This is an optimization exercise on Yosys and OpenROAD, whose aim is small area, not a production implementation.
The RTL was checked by simulation tests, not by an equivalence proof against the original design.
Power figures rest on the tool's default switching activity, not on a simulated workload.

Setup of build 80:
==> flow/design.v (excerpt) <==
module fifo_net_top #(
    parameter int FIFO_DEPTH    = 4,
    parameter int VERSION_MAJOR = 4,
    parameter int VERSION_MINOR = 14,
    parameter int DEVICE_ID     = 3
) (
    input  wire                                 clk,
    input  wire                                 rst,
    input  wire                                 i_rx_valid,
    output logic                                o_rx_ready,
    input  wire [63:0]                          i_rx_data,
    output logic                                o_tx_valid,
    input  wire                                 i_tx_ready,
    output logic [fifo_net_pkg::DATA_W-1:0]     o_tx_data,
    output logic [1:0]                          o_tx_tag,
    output logic [fifo_net_pkg::CTX_W-1:0]      o_tx_ctx
);
export LEC_CHECK = 0
export CAP_MARGIN = 20
export CORE_MARGIN = 2
export CORE_UTILIZATION = 70
export SLEW_MARGIN = 20
create_clock -name core_clock -period 6.0 [get_ports {clk}]
standard.sh (not shown) runs the stock make flow with config.mk's settings and CLKGATE_MAP_FILE= SYNTH_SCRIPT=/design/flow/synth_recipe.tcl, a recipe that flattens the netlist after the stock synthesis.
==> flow/flow/run.sh <==
#!/bin/bash
# The standard ORFS layout with three changes:
#  - the liberty mapping step of synthesis uses an area-oriented ABC script (flow/area.abc);
#    everything else in synthesis is the standard flow's own script, so the registers are the same
#  - port buffers use the smallest buffer
#  - clock tree synthesis builds larger sink clusters without dummy loads
# Every tool's output goes to logs under orfs/logs; make's own output to standard.log.
set -euo pipefail
here=$(pwd)
{
  cat <<EOF
proc abc {args} {
  set i [lsearch \$args -script]
  if {\$i >= 0} { lset args [expr {\$i + 1}] $here/flow/area.abc }
  yosys abc {*}\$args
}
EOF
  cat synth_recipe.tcl
} > area_synth.tcl
sed "s#SYNTH_SCRIPT=[^ ]*synth_recipe.tcl#SYNTH_SCRIPT=$here/area_synth.tcl#" standard.sh > area_standard.sh
grep -q "SYNTH_SCRIPT=$here/area_synth.tcl" area_standard.sh
export BUFFER_PORTS_ARGS="-buffer_cell sky130_fd_sc_hd__buf_1"
export CTS_ARGS="-sink_clustering_enable -repair_clock_nets -dont_use_dummy_load -sink_clustering_size 16 -sink_clustering_max_diameter 80 -buf_list sky130_fd_sc_hd__clkbuf_8"
bash area_standard.sh > standard.log 2>&1
==> flow/flow/area.abc <==
strash
dch -f
amap -F 4 -A 10
Inputs modified between build 80 and build 29:
-- flow/flow/run.sh --
<<< build 80, line 23
export CTS_ARGS="-sink_clustering_enable -repair_clock_nets -dont_use_dummy_load -sink_clustering_size 16 -sink_clustering_max_diameter 80 -buf_list sky130_fd_sc_hd__clkbuf_8"
>>> build 29, line 23
export CTS_ARGS="-sink_clustering_enable -repair_clock_nets -dont_use_dummy_load -sink_clustering_size 30 -sink_clustering_max_diameter 100 -buf_list sky130_fd_sc_hd__clkbuf_16"
==> flow/flow/area.abc <==
strash
&get -n
&deepsyn -J 20 -T 100
&put
dc2
dch -f
amap -F 8 -A 20
Notes after the runs:
Having completed the whole flow, build 29 delivered a layout that passed the timing, DRC and antenna checks. Build 29 — share of the clock period used by the worst path after layout 5.8 points higher, build 80 as reference. Against build 80, build 29 reports a initial antenna violation count that is higher. Build 29 vs. build 80: fraction of the mapped netlist area in adder cells saw little to no change; slew at the pin closest to its max-slew limit went down.
Input-level comparison between build 81 and build 29:
-- flow/flow/run.sh --
<<< build 29, line 23
export CTS_ARGS="-sink_clustering_enable -repair_clock_nets -dont_use_dummy_load -sink_clustering_size 30 -sink_clustering_max_diameter 100 -buf_list sky130_fd_sc_hd__clkbuf_16"
>>> build 81, line 23
export CTS_ARGS="-sink_clustering_enable -repair_clock_nets -dont_use_dummy_load -sink_clustering_size 30 -sink_clustering_max_diameter 60 -buf_list sky130_fd_sc_hd__clkbuf_16"
==> flow/flow/area.abc <==
strash
&get -n
&deepsyn -T 30
&put
dc2
dch -f
amap -F 8 -A 20
==> run summary <==
- Of build 81 and build 29, the lower number of fillers in the final layout belongs to build 81.
- The share of total power in the clock network of build 81 is higher than that of build 29.
- In the flow results for build 81 and build 29, the number of global-route vias before repair is smaller on build 29.
- Build 29 → build 81: amount of wire on met2 after detailed routing down about 1.8%; clock transition time at the flip-flop clock pins of the worst setup and hold paths down 0.03 ns; met1 layer wirelength in the final routing up 0.37%; final instance count without filler cells up 11; post-synthesis instance area flat.
- Diff build 29..build 81 | global-route usage | negligible
- Build 81 -> build 29: post-DP HPWL flat

==> afterwards: timing with drivers on the ports <==
Ports are ideal in the flow. The routed layouts listed here were re-timed in OpenROAD.
Step 1, drivers: a clkbuf_16 drives clk and a buf_2 each remaining input, both assumed.
Step 2, shift: input delay + t, output delay - t, t = (earliest + latest rising clock arrival at the registers) / 2. This alone moves slack from input paths to output paths.
Three values: ideal ports, drivers, drivers and shift; two values: the first two.
run | t (ns) | setup WS [ns] | worst setup path after step 2
build 80 | 0.617 | 1.004 / 1.023 / 0.405 | input to register
build 29 | 0.549 | 0.653 / 0.607 / 0.344 | input to register
build 81 | 0.579 | 0.641 / 0.593 / 0.327 | input to register
After both steps setup and hold are still met in every run listed. For build 80, which loses most, drivers alone change the setup slack by +0.019 ns; drivers and shift together by -0.599 ns.
